Background: an optimization exercise with open tools, aiming at small area, a short achievable clock period and few clock cycles. Do not read the settings as production practice. The RTL was checked by simulation tests, not by an equivalence proof against the original design.

## build 26
==> flow/design.v (excerpt) <==
module ascii_integer_parser (
	input  logic                     clk,
	input  logic                     arst_n,
	input  logic                     item_valid,
	output logic                     item_stall,
	input  logic [8:0]               item,
	output logic                     result_valid,
	input  logic                     result_stall,
	output logic [79:0]              result,
	input  logic                     cfg_we,
	input  logic                     cfg_index,
	input  logic [4:0]               cfg_data
);
make LEC_CHECK=0 ABC_CLOCK_PERIOD_IN_PS=3500 CAP_MARGIN=20 CORE_MARGIN=2 CORE_UTILIZATION=40 SETUP_SLACK_MARGIN=5 SLEW_MARGIN=20 finish   # period 9.0 ns
run.sh (not shown) runs the stock make flow with config.mk's settings and CLKGATE_MAP_FILE= SYNTH_SCRIPT=/design/flow/synth_recipe.tcl, a recipe that flattens the netlist after the stock synthesis.
Testbench counts of build 26, summed over its fixed seeds: cycles 48,268.
Input-level comparison between build 71 and build 26:
-- flow/config.mk --
<<< build 26, line 8
export ABC_CLOCK_PERIOD_IN_PS = 3500
>>> build 71, line 8
export ABC_CLOCK_PERIOD_IN_PS = 4000
<<< build 26, line 11
export CORE_UTILIZATION = 40
export SETUP_SLACK_MARGIN = 5
>>> build 71, line 11
export CORE_UTILIZATION = 65
export CTS_BUF_LIST = sky130_fd_sc_hd__clkbuf_4 sky130_fd_sc_hd__clkbuf_8
export SETUP_SLACK_MARGIN = 4.5
==> run summary <==
- Taking build 71 as 1.0, build 26 lands at 1.07 on maximum clock frequency.
- Looking only at final standard cell area without fillers, and setting everything else aside, the lower value of build 26 and build 71 goes to build 71.
- Critical path launch point = item[1]: build 71; critical path launch point = op_two[0]$_SDFFCE_PP0N_: build 26
- Min total cell area at the placement stage across build 26 and build 71: build 71
- Build 71 vs. build 26: via count lower.
- In the reports for build 26 and build 71, the smaller overall routing resource usage belongs to build 26.
- Comparing build 26 and build 71, met2 usage in global routing is lower on build 26.
- Setup slack of the worst register-to-register path was lower in build 71 than in build 26.
Here is what was changed in the inputs of build 55 compared with build 71.
==> flow/flow/run.sh (new file) <==
#!/bin/bash
# The standard layout, with plain buf_1 cells as the port buffers instead of the
# delay buffers buffer_ports picks by default.
set -euo pipefail
bash standard.sh "BUFFER_PORTS_ARGS=-buffer_cell sky130_fd_sc_hd__buf_1" finish > make_finish.log 2>&1
==> flow/standard.sh (new file) <==
#!/bin/bash
# synth_recipe.tcl (not shown) runs the flow's synth.tcl, then flattens the netlist and writes it again
# the make line also repeats each setting of config.mk as NAME=value (left out here)
make -C /OpenROAD-flow-scripts/flow DESIGN_CONFIG=/design/flow/config.mk WORK_HOME=/design/flow/orfs CLKGATE_MAP_FILE= SYNTH_SCRIPT=/design/flow/synth_recipe.tcl "${@:-finish}"
-- flow/config.mk --
<<< build 71, line 11
export CORE_UTILIZATION = 65
export CTS_BUF_LIST = sky130_fd_sc_hd__clkbuf_4 sky130_fd_sc_hd__clkbuf_8
>>> build 55, line 11
export CORE_UTILIZATION = 40
removed: flow/run.sh
Results
No stage failed in build 55, and the final checks on the layout all came back clean. Side by side, wire length of the first global-routing pass turned out higher in build 55 than in build 71. From build 71 to build 55 the numbers moved as follows: clock skew now sits lower; worst setup slack now larger; met2 global-route usage went down; clock buffer instance count of the final layout +4. Delta(total core area, build 55 - build 71) > 0. Build 55 vs build 71: via count down slightly. The lower overall track demand over capacity in global routing came out of build 55.
The inputs of build 68 differ from those of build 55 as listed below.
==> flow/run.sh (new file) <==
#!/bin/bash
# synth_recipe.tcl (not shown) runs the flow's synth.tcl, then flattens the netlist and writes it again
# the make line also repeats each setting of config.mk as NAME=value (left out here)
make -C /OpenROAD-flow-scripts/flow DESIGN_CONFIG=/design/flow/config.mk WORK_HOME=/design/flow/orfs CLKGATE_MAP_FILE= SYNTH_SCRIPT=/design/flow/synth_recipe.tcl finish
removed: flow/flow/run.sh
removed: flow/standard.sh
--- outcome ---
Per the comparison of build 68 with build 55, area share of buffers outside the clock network now sits higher.
Build 68 against build 55: met3 layer wire length in the routed design dropped 29%.
Number of buffers and inverters on the critical path came out higher on build 68 than on build 55.
Compared to build 55, build 68 shows a narrower setup margin.
Build 55 -> build 68: final instance count without filler cells flat


Setup of build 84:
Another version of the RTL of ascii_integer_parser (not shown whole).
Size: about 1,200 cells after synthesis, roughly 120 flip-flops, about 100 I/O pins.
// ascii_integer_parser
module ascii_integer_parser (
	input  logic                     clk,
	input  logic                     arst_n,
	input  logic                     item_valid,
	output logic                     item_stall,
	input  logic [8:0]               item,
	output logic                     result_valid,
	input  logic                     result_stall,
	output logic [79:0]              result,
	input  logic                     cfg_we,
	input  logic                     cfg_index,
	input  logic [4:0]               cfg_data
);
	logic [4:0]  base_sel_q;
	logic        sgn_q;
	always_ff @(posedge clk or negedge arst_n) begin
		if (!arst_n) begin
			base_sel_q <= aip_pkg::BASE_AUTO;
			sgn_q <= 1'b1;
		end else if (cfg_we) begin
			if (cfg_index) sgn_q <= cfg_data[0];
			else base_sel_q <= cfg_data;
		end
	end
	logic        ph_prefix, ph_zero, ph_auto0, ph_auto0x, ph_digits;
	logic        neg;
	logic [4:0]  base;
	logic        hex;
	logic        op_v;           
	logic        op_ld;          
	logic [1:0]  op_mode;        
	logic [2:0]  op_one, op_two;   
	logic [1:0]  op_neg;
	logic [3:0]  op_d;
	logic        op_cset;        
	logic [1:0]  op_cval;
	logic        op_cinc;        
	logic        op_emit;
	logic        rv;
	logic        hold;
	logic        take;
	assign hold = op_v && rv && result_stall;
	assign item_stall = hold;
	assign take = item_valid && !hold;
	logic [7:0]  c;
	logic        f;
	assign c = item[8:1];
	assign f = item[0];
  ...
clock: 9.0 ns
lec_check: 0
cap_margin: 20
core_margin: 2
core_utilization: 55
cts_buf_list: sky130_fd_sc_hd__clkbuf_8
cts_cluster_diameter: 50
cts_cluster_size: 20
setup_slack_margin: 4.8
slew_margin: 20
standard.sh (not shown) runs the stock make flow with config.mk's settings and CLKGATE_MAP_FILE= SYNTH_SCRIPT=/design/flow/synth_recipe.tcl, a recipe that flattens the netlist after the stock synthesis.
==> flow/flow/run.sh <==
#!/bin/bash
# The standard layout, with plain buf_1 cells as the port buffers instead of the
# delay buffers buffer_ports picks by default.
set -euo pipefail
bash standard.sh "BUFFER_PORTS_ARGS=-buffer_cell sky130_fd_sc_hd__buf_1" finish > make_finish.log 2>&1
Testbench counts of build 84, summed over its fixed seeds: cycles 48,268.
> inputs changed (build 84 -> build 70)
- a change of SETUP_SLACK_MARGIN from 4.8 to 4.5
Notes after the runs:
Between build 84 and build 70, via density per instance decreased.
In build 70, the fmax came out 3.7% below the value in build 84.
Build 70 vs. build 84: share of the core filled with cells shows a reduction of 4.8 points, least setup slack across all paths after layout saw a decrease, summed area of non-filler cells in the final layout went down by 0.0010 mm², routed length on met2 decreased about 11%, wire length reported by the detailed router has decreased.
In build 70, fraction of area in multi-input gates is higher than in build 84.
Compared with build 84, build 70 instantiates a smaller number of cells.
In build 70 the worst reg2reg path depth turned out 1 lower than in build 84.
[inputs] build 69 vs build 70
- changing SETUP_SLACK_MARGIN from 4.5 to 4.7
--- outcome ---
- Build 69: number of vias after detailed routing is 213 higher than what build 70 reported.
- Build 69 vs. build 70: detailed-route wire length grew by 5.6%; routed wire length on met2 grew by about 5%.
- Design area: build 69 > build 70
- Build 70 ended up with or4_4 as its slowest cell on the critical path; build 69 ended up with and3_1.
- Re final setup slack of the worst path: build 70 was lower than build 69.
- Build 69: maximum single-stage delay on the critical path 0.25 ns below build 70
- Diff build 70 -> build 69: per-cell via count in the routed design now sits higher; overall track demand over capacity in global routing grew by 0.49 points.
- Of build 70 and build 69, the run reporting the lower time the worst path needs with I/O delays and setup was build 69.
### build 69 -> build 34
- SETUP_SLACK_MARGIN: 4.7 -> 4.6
[summary]
Final-layout non-clock buffer area share for build 34 is lower than for build 69. On smallest hold slack, build 69 and build 34 are basically level. Any difference in setup slack between build 69 and build 34 is small enough to ignore. Met3 track demand over resource: build 34 vs build 69, no meaningful difference. From build 69 to build 34 the numbers moved as follows: die height ~0 delta, clock skew ~0 delta.

[what the ideal ports hide]
How much do the figures lean on ideal ports? The routed layouts below were timed once more, with nothing changed but the port constraints.
Step 1, drivers: a clkbuf_16 drives clk and a buf_2 each remaining input, both assumed.
Step 2 also shifts input and output timing later by t, the mid clock arrival at the registers, as if the neighbouring blocks saw the same clock.
a / b / c = ideal ports / drivers / drivers and shift; a / b = the first two.
run | shift t [ns] | slack for setup (ns) | hold slack, ns | worst setup path at the end | pins driven straight from the clock port
build 26 | 0.466 | 4.882 / 4.882 / 4.688 | 0.506 / 0.506 / 0.506 | input to register | 1
build 71 | 0.495 | 4.591 / 4.600 / 4.118 | 0.523 / 0.523 / 0.523 | input to register | 1
build 55 | 0.465 | 4.705 / 4.701 / 4.426 | 0.500 / 0.500 / 0.500 | input to register | 1
build 68 | 0.468 | 4.612 / 4.584 / 4.293 | 0.501 / 0.501 / 0.501 | input to register | 1
build 84 | 0.506 | 4.836 / 4.836 / 4.655 | 0.492 / 0.492 / 0.492 | input to register | 1
build 70 | 0.492 | 4.677 / 4.677 / 4.416 | 0.481 / 0.481 / 0.481 | input to register | 1
build 69 | 0.497 | 4.774 / 4.753 / 4.415 | 0.481 / 0.481 / 0.481 | input to register | 1
build 34 | 0.491 | 4.774 / 4.753 / 4.429 | 0.481 / 0.481 / 0.481 | input to register | 1
After both steps every run listed still meets setup and hold. The setup slack of build 71, which loses most, moves by +0.009 ns with the drivers and by -0.473 ns with both steps.
